Context: an optimization exercise on an open-source flow, tuned for small area and a short achievable clock period. The choices shown serve that exercise and are no tape-out recipe. In this exercise RTL edits were held to simulation tests only and were not proved equivalent to the original. No activity file was given, so power comes from the tool's default toggle rates.

--- flow/config.mk ---
export PLATFORM = sky130hd
export DESIGN_NAME = param_register_bank
export DESIGN_NICKNAME = param_register_bank
export VERILOG_FILES = /design/flow/design.v
export SDC_FILE = /design/flow/constraint.sdc
export NUM_CORES = 4
export LEC_CHECK = 0
export CAP_MARGIN = 20
export CORE_MARGIN = 2
export CORE_UTILIZATION = 55
export CTS_CLUSTER_DIAMETER = 60
export CTS_CLUSTER_SIZE = 30
export PLACE_DENSITY = 0.7
export SETUP_SLACK_MARGIN = 2.5
export SLEW_MARGIN = 20
export SYNTH_HIERARCHICAL = 1
--- flow/constraint.sdc ---
create_clock -name core_clock -period 6.0 [get_ports {clk_i}]
set_input_delay 1.2000 -clock core_clock [delete_from_list [all_inputs] [get_ports {clk_i}]]
set_output_delay 1.2000 -clock core_clock [all_outputs]
set_load 0.01 [all_outputs]
--- flow/design.v ---
module param_register_bank_ctl (
    input  logic valid_i,     
    input  logic en_i,        
    input  logic incdec_i,    
    input  logic dec_i,       
    input  logic shift_i,     
    output logic sel_z_o,     
    output logic sel_s_o,     
    output logic sel_inc_o,   
    output logic sel_dec_o,   
    output logic wrap0_o      
);
    assign sel_z_o   = en_i & (~valid_i | ~(incdec_i | shift_i));
    assign sel_s_o   = en_i & valid_i & shift_i;
    assign sel_inc_o = en_i & valid_i & incdec_i & ~dec_i;
    assign sel_dec_o = en_i & valid_i & incdec_i & dec_i;
    assign wrap0_o   = en_i & ~valid_i & incdec_i & dec_i;
endmodule
module param_register_bank_carry #(
    parameter int W = 32
) (
    input  logic [W-1:0] r_i,
    output logic [W:0]   ci_o,
    output logic [W:0]   cd_o
);
    always_comb begin
        ci_o[0] = 1'b1;
        cd_o[0] = 1'b1;
        for (int i = 0; i < W; i++) begin
            ci_o[i+1] = ci_o[i] & r_i[i];
            cd_o[i+1] = cd_o[i] & ~r_i[i];
        end
    end
endmodule
module param_register_bank_bits #(
    parameter int W = 32
) (
    input  logic [W-1:0] r_i,
    input  logic [W-1:0] ci_i,
    input  logic [W-1:0] cd_i,
    input  logic         sel_z_i,
    input  logic         sel_s_i,
    input  logic         sel_inc_i,
    input  logic         sel_dec_i,
    input  logic [W-1:0] zval_i,      
    output logic [W-1:0] d_o
);
    always_comb begin
        for (int i = 0; i < W; i++) begin
            if (sel_z_i || (sel_s_i && i < 8))
                d_o[i] = zval_i[i];
            else if (sel_s_i)
                d_o[i] = r_i[(i >= 8) ? i - 8 : 0];
            else
                d_o[i] = r_i[i] ^ ((sel_inc_i & ci_i[i]) | (sel_dec_i & cd_i[i]));
        end
    end
endmodule
module param_register_bank_rdsel #(
    parameter int N = 16,
    parameter int S = 5
) (
    input  logic [S-1:0] sel_i,
    input  logic [N-1:0] valid_i,    
    output logic [N-1:0] hit_o
);
    always_comb begin
        for (int k = 0; k < N; k++) hit_o[k] = (sel_i == S'(k)) & valid_i[k];
    end
endmodule
module param_register_bank_read #(
    parameter int W = 32,
    parameter int N = 16
) (
    input  logic [N*W-1:0] d_i,      
    input  logic [N-1:0]   hit_i,    
    output logic [W-1:0]   rd_o
);
    always_comb begin
        rd_o = '0;
        for (int k = 0; k < N; k++) rd_o = rd_o | ({W{hit_i[k]}} & d_i[k*W+:W]);
    end
endmodule
module param_register_bank #(
    parameter int unsigned DATA_WIDTH = 32,
    parameter int unsigned NUM_REGS   = 16,
    parameter int unsigned SEL_WIDTH  = 5,
    parameter int unsigned OUT_REG    = 1,
    parameter int unsigned SATURATE   = 0
) (
    input  logic                  clk_i,
    input  logic                  rst_i,
    input  logic [DATA_WIDTH-1:0] data_i,
    input  logic [NUM_REGS-1:0]   reg_sel_i,
    input  logic [2:0]            fun_sel_i,
    input  logic [SEL_WIDTH-1:0]  out_a_sel_i,
    input  logic [SEL_WIDTH-1:0]  out_b_sel_i,
    output logic [DATA_WIDTH-1:0] out_a_o,
    output logic [DATA_WIDTH-1:0] out_b_o,
    output logic [NUM_REGS-1:0]   valid_mask_o,
    output logic                  wrap_pulse_o
);
    localparam int W = DATA_WIDTH;
    localparam int N = NUM_REGS;
    logic [W-1:0]   regs_q [N];    
    logic [N*W-1:0] regs_d;        
    logic [N-1:0]   mask_q;        
    logic [N-1:0]   mask_d;
    logic [N-1:0]   valid_d;       
    logic [N-1:0]   wrap_hit;
    logic           wrap_q;
    logic [N-1:0]   hit_a, hit_b;
    logic [W-1:0]   rd_a, rd_b, out_a_q, out_b_q;
    logic op_dec, op_incdec, op_shift;
    assign op_incdec = (fun_sel_i[2:1] == 2'b00);
    assign op_dec    = ~fun_sel_i[0];
    assign op_shift  = (fun_sel_i == 3'b110);
    logic [W-1:0] zval;
    always_comb begin
        unique case (fun_sel_i)
            3'b000: zval = '1;
            3'b001: zval = W'(1);
            3'b010: zval = data_i;
            3'b011: zval = '0;
            3'b100: zval = W'(data_i[7:0]);
            3'b101: zval = W'(data_i[15:0]);
            3'b110: zval = W'(data_i[7:0]);
            3'b111: zval = W'($signed(data_i[15:0]));
        endcase
    end
    assign mask_d = mask_q | reg_sel_i;
    for (genvar k = 0; k < N; k++) begin : g_reg
        logic         sel_z, sel_s, sel_inc, sel_dec, wrap0;
        logic [W:0]   ci, cd;
        assign valid_d[k] = mask_d[N-1-k];
        param_register_bank_ctl u_ctl (
            .valid_i(mask_q[N-1-k]), .en_i(reg_sel_i[N-1-k]), .incdec_i(op_incdec),
            .dec_i(op_dec), .shift_i(op_shift), .sel_z_o(sel_z), .sel_s_o(sel_s),
            .sel_inc_o(sel_inc), .sel_dec_o(sel_dec), .wrap0_o(wrap0)
        );
        param_register_bank_carry #(.W(W)) u_carry (
            .r_i(regs_q[k]), .ci_o(ci), .cd_o(cd)
        );
        param_register_bank_bits #(.W(W)) u_bits (
            .r_i(regs_q[k]), .ci_i(ci[W-1:0]), .cd_i(cd[W-1:0]), .sel_z_i(sel_z),
            .sel_s_i(sel_s), .sel_inc_i(sel_inc), .sel_dec_i(sel_dec), .zval_i(zval),
            .d_o(regs_d[k*W+:W])
        );
        assign wrap_hit[k] = (sel_inc & ci[W]) | (sel_dec & cd[W]) | wrap0;
    end
    param_register_bank_rdsel #(.N(N), .S(SEL_WIDTH)) u_rdsel_a (
        .sel_i(out_a_sel_i), .valid_i(valid_d), .hit_o(hit_a)
    );
    param_register_bank_rdsel #(.N(N), .S(SEL_WIDTH)) u_rdsel_b (
        .sel_i(out_b_sel_i), .valid_i(valid_d), .hit_o(hit_b)
    );
    param_register_bank_read #(.W(W), .N(N)) u_read_a (.d_i(regs_d), .hit_i(hit_a), .rd_o(rd_a));
    param_register_bank_read #(.W(W), .N(N)) u_read_b (.d_i(regs_d), .hit_i(hit_b), .rd_o(rd_b));
    always_ff @(posedge clk_i) begin
        for (int k = 0; k < N; k++) begin
            regs_q[k] <= regs_d[k*W+:W];
        end
    end
    always_ff @(posedge clk_i or posedge rst_i) begin
        if (rst_i) begin
            mask_q  <= '0;
            wrap_q  <= 1'b0;
            out_a_q <= '0;
            out_b_q <= '0;
        end else begin
            mask_q  <= mask_d;
            wrap_q  <= |wrap_hit;
            out_a_q <= rd_a;
            out_b_q <= rd_b;
        end
    end
    assign out_a_o      = out_a_q;
    assign out_b_o      = out_b_q;
    assign valid_mask_o = mask_q;
    assign wrap_pulse_o = wrap_q;
endmodule
--- flow/run.sh ---
#!/bin/bash
# synth_recipe.tcl (not shown) runs the flow's synth.tcl, then flattens the netlist and writes it again
# the make line also repeats each setting of config.mk as NAME=value (left out here)
make -C /OpenROAD-flow-scripts/flow DESIGN_CONFIG=/design/flow/config.mk WORK_HOME=/design/flow/orfs CLKGATE_MAP_FILE= SYNTH_SCRIPT=/design/flow/synth_recipe.tcl finish
==> results_dict.tcl <==
set metrics [dict create \
    grt_max_degree 45 \
    fill_cells 7551 \
    rsz0062_at_grt "yes" \
    slew-limit-headroom_pct 11.1 \
    clk_pin_slew_worst_paths_ns 0.08 \
    required_ns 6.56 \
    cts_max_level 3 \
    r2r-start "regs_q[9][0]" \
    pre_cts_slack_ns 0.170 \
    worstHoldStart "regs_q[8][7]" \
    routed_wl_um 272000 \
    cts.sinks 593 \
    yosys.area.top_type "dfxtp_1" \
    clock_latency_ns 0.68 \
    grtUsageTotal_pct 56.0 \
    cts_hold_buf 0 \
    final.min_clock_period_ns 3.68 \
    synth_area_leaders "dfxtp_1 21%, nor3_1 11%, a22o_1 11%, and3_1 5.5%, o22ai_1 4.7%" \
    layout.nets 6625 \
    grt_pass1_wl_um 378000 \
    arrival_ns 4.24 \
    syn2layout_area_growth_pct 18.9 \
    setup_violations 0 \
    place_area_um2 52700 \
    rr_endpoint "wrap_q" \
    min_delay_path_depth 2 \
    hp-class "flip-flop to flip-flop" \
    critPathKind "input port to flip-flop" \
    hold_end "regs_q[8][15]" \
    stdcell_area_um2 58400 \
    tritoncts "yes" \
    grt_pass1_vias 53400 \
    regArea_um2 12300 \
    hold_slack_ns 0.624 \
    synth_area_per_cell_um2 7.68 \
    netlist_area_um2 49100 \
    synth_edf_count 0 \
    synth_top_cell_area_share_pct 20.9 \
    synth_cell_types 48 \
    crit_path_end_kind "flip-flop" \
    clockBufferDepth 3 \
    wl_per_cell_um 34.7 \
    num_vias 62300 \
    synth_ff_type "dfxtp_1" \
    finalMaxSlewViolations 0 \
    syn_inst 6395 \
    core_region_area_um2 88500 \
    timing.critical_path.fanout_max 18 \
    drv_cap 0 \
    drive_above_1_share_pct 19.9 \
    post-route-drc-count 0 \
    antenna_found_initial 43 \
    drtIter0Drc 11800 \
    root_buffer "clkbuf_16" \
    yosysSeqAreaShare_pct 25.0 \
    numCtsBuffers 72 \
    r2r_cells 6 \
    dp_cells 7591 \
    hold_viol_final 0 \
    stdcell_count 7824 \
    utilization_pct 66.0 \
    die_h_um 303 \
    power_mw 15.7 \
    multi_input_area_um2 35300 \
    fin_ws_ns 2.32 \
    fin_crit_sh_pct 61.3 \
    tightestPinTransition_ns 1.32 \
    dieWidth_um 303 \
    dp_hpwl_um 194000 \
    globalplace.congestion 1.17 \
    synth-async-reset-ratio_pct 13.7 \
    io_pins 144 \
    start_kind "input port" \
    ys_ff_latch 593 \
    viasPerCell 7.96 \
    dieArea_um2 91700 \
    dr.pass1.iters 27 \
    max_freq_mhz 272 \
    overflow 0 \
    clock-skew-final_ns 0.0411 \
    leakage_nw 22.2 \
    rrSetupSlack_ns 2.32 \
    start_util_pct 55.5 \
    portBuffers 143 \
    drtAntennaViolNets 0 \
    ys_warn_count 13 \
    rows 109 \
    cellPowerDensity_nw_per_um2 268 \
    fin_setup_tns_ns 0 \
    status "timing/DRC/antenna clean" \
    irDropWorstVdd_mv 0.262 \
]
## per-module statistics from Yosys (local to each module, per instance), excerpt
| module | area [um^2] | cells |
|---|---|---|
| param_register_bank_ctl | 43.8 | 9 |
| param_register_bank | 13000 | 699 |
## cell usage after synthesis, drive strengths merged (48+ instances only)
library cell and instances:
or4 81, nor3 1155, a22oi 166, nor2 293, a221oi 261, nor4 260, nor3b 52, a22o 613
nand2 320, dfrtp 81, o22ai 368, and2 67, nand3 114, inv 211, xor2 128, dfxtp 512
buf 410, or3 64, clkbuf 171, and3 448, nand4 195, o21ai 153, or2 48
## cells by family (layout without fill, tap and decap cells)
logic type	after synthesis	count (layout)	synth area share (%)
xor+xnor	128	128	2.28
mux	32	32	0.693
compound gates	1602	1602	25.2
other cells	16	72	0.122
flops	593	593	25.0
simple gates	3232	3238	38.0
buf+inv	792	994	8.68
## how the worst max path moves through the flow
| stage | startpoint | to | slack (ns) | depth (start not counted) |
|---|---|---|---|---|
| final | out_b_sel_i[0] | out_b_q[2] | 2.32 | 8 |
| after global routing | fun_sel_i[1] | out_b_q[30] | 2.45 | 14 |
| after CTS | reg_sel_i[8] | out_a_q[26] | 2.44 | 10 |
| after detailed placement | fun_sel_i[2] | out_a_q[26] | 0.17 | 12 |
| after global placement | fun_sel_i[2] | out_a_q[26] | 0.30 | 12 |
| after floorplan | fun_sel_i[2] | out_a_q[27] | 2.30 | 12 |
## registers in the layout (all words and copies together), names as in the netlist
signal	cells
out_a_q	32
wrap_q	1
mask_q	16
out_b_q	32
regs_q	512
## placed cells by master, fill, tap and decap left out, drive strengths merged, types with 52 or more instances in the layout
cell type	synthesis	final
nor3	1155	1155
a22o	613	613
dfxtp	512	512
buf	410	504
and3	448	448
o22ai	368	368
nand2	320	320
nor2	293	294
a221oi	261	261
nor4	260	260
inv	211	226
nand4	195	195
a22oi	166	166
o21ai	153	153
clkdlybuf4s50	0	134
xor2	128	128
nand3	114	114
clkbuf	171	87
dfrtp	81	81
or4	81	81
and2	67	67
or3	64	65
nor3b	52	52
or2	48	52
## layout make-up
type,instances,share of cell area (%)
well taps,1165,2.50
clock inverters,48,1.04
inverters,211,1.46
flip-flops and latches,593,21.0
diodes,40,0.171
clock buffers,83,3.32
repair inverters,4,0.0514
repair buffers,648,9.97
multi-input cells,5032,60.5
## per-layer routing
metal / vias up / wire (um) / GRT usage, %
met4: 26 / 30600 / 47.7
li1: 25600 / - / -
met2: 5958 / 103000 / 74.9
met3: 1763 / 45400 / 26.2
met1: 29000 / 91800 / 66.8
met5: - / 428 / 1.14
## critical path, cell delays in order
cell and delay, ns:
clkdlybuf4s50_1 0.57, nor2b_1 0.71, and3_2 0.69, buf_4 0.35
a22o_1 0.23, a221oi_1 0.07, buf_4 0.23, nand4_1 0.16
## power by group
part	total (mW)	leakage, nW	switching, mW	internal [mW]
sequential	6.21	5.31	1.54	4.67
combinational	4.53	15.6	2.94	1.58
clock	4.94	1.24	2.20	2.74
total	15.7	22.2	6.68	8.99
## what timing repair did
| action | CTS | global route |
|---|---|---|
| endpoints found under the setup margin | 518 | 67 |
| setup buffers | 12 | 36 |
| pin swaps | 7 | 23 |
| gates resized for setup | 281 | 243 |
| gates cloned | 9 | 5 |

## port drivers added, routing unchanged
In the flow no input, the clock included, has a driving cell. The finished layout below was timed again as built, in two steps. Step 1 assumes that a clkbuf_16 drives the clock port and a buf_2 every other input. Step 2 moves the port delays by t, midway between the first and last clock arrival at a register: inputs arrive t later, outputs are due t later. That takes back most of the time a late clock gives input paths. Slacks: no drivers / after step 1 / after step 2; pairs: no drivers / after step 1.
shift t [ns]: 0.743
slack for setup (ns): 2.322 / 2.324 / 1.630
worst register clock-pin slew, ns: 0.08 / 0.08
pins driven straight from the clock port: 1
After both steps this run still meets setup and hold. For this run, drivers alone change the setup slack by +0.002 ns; drivers and shift together by -0.692 ns.
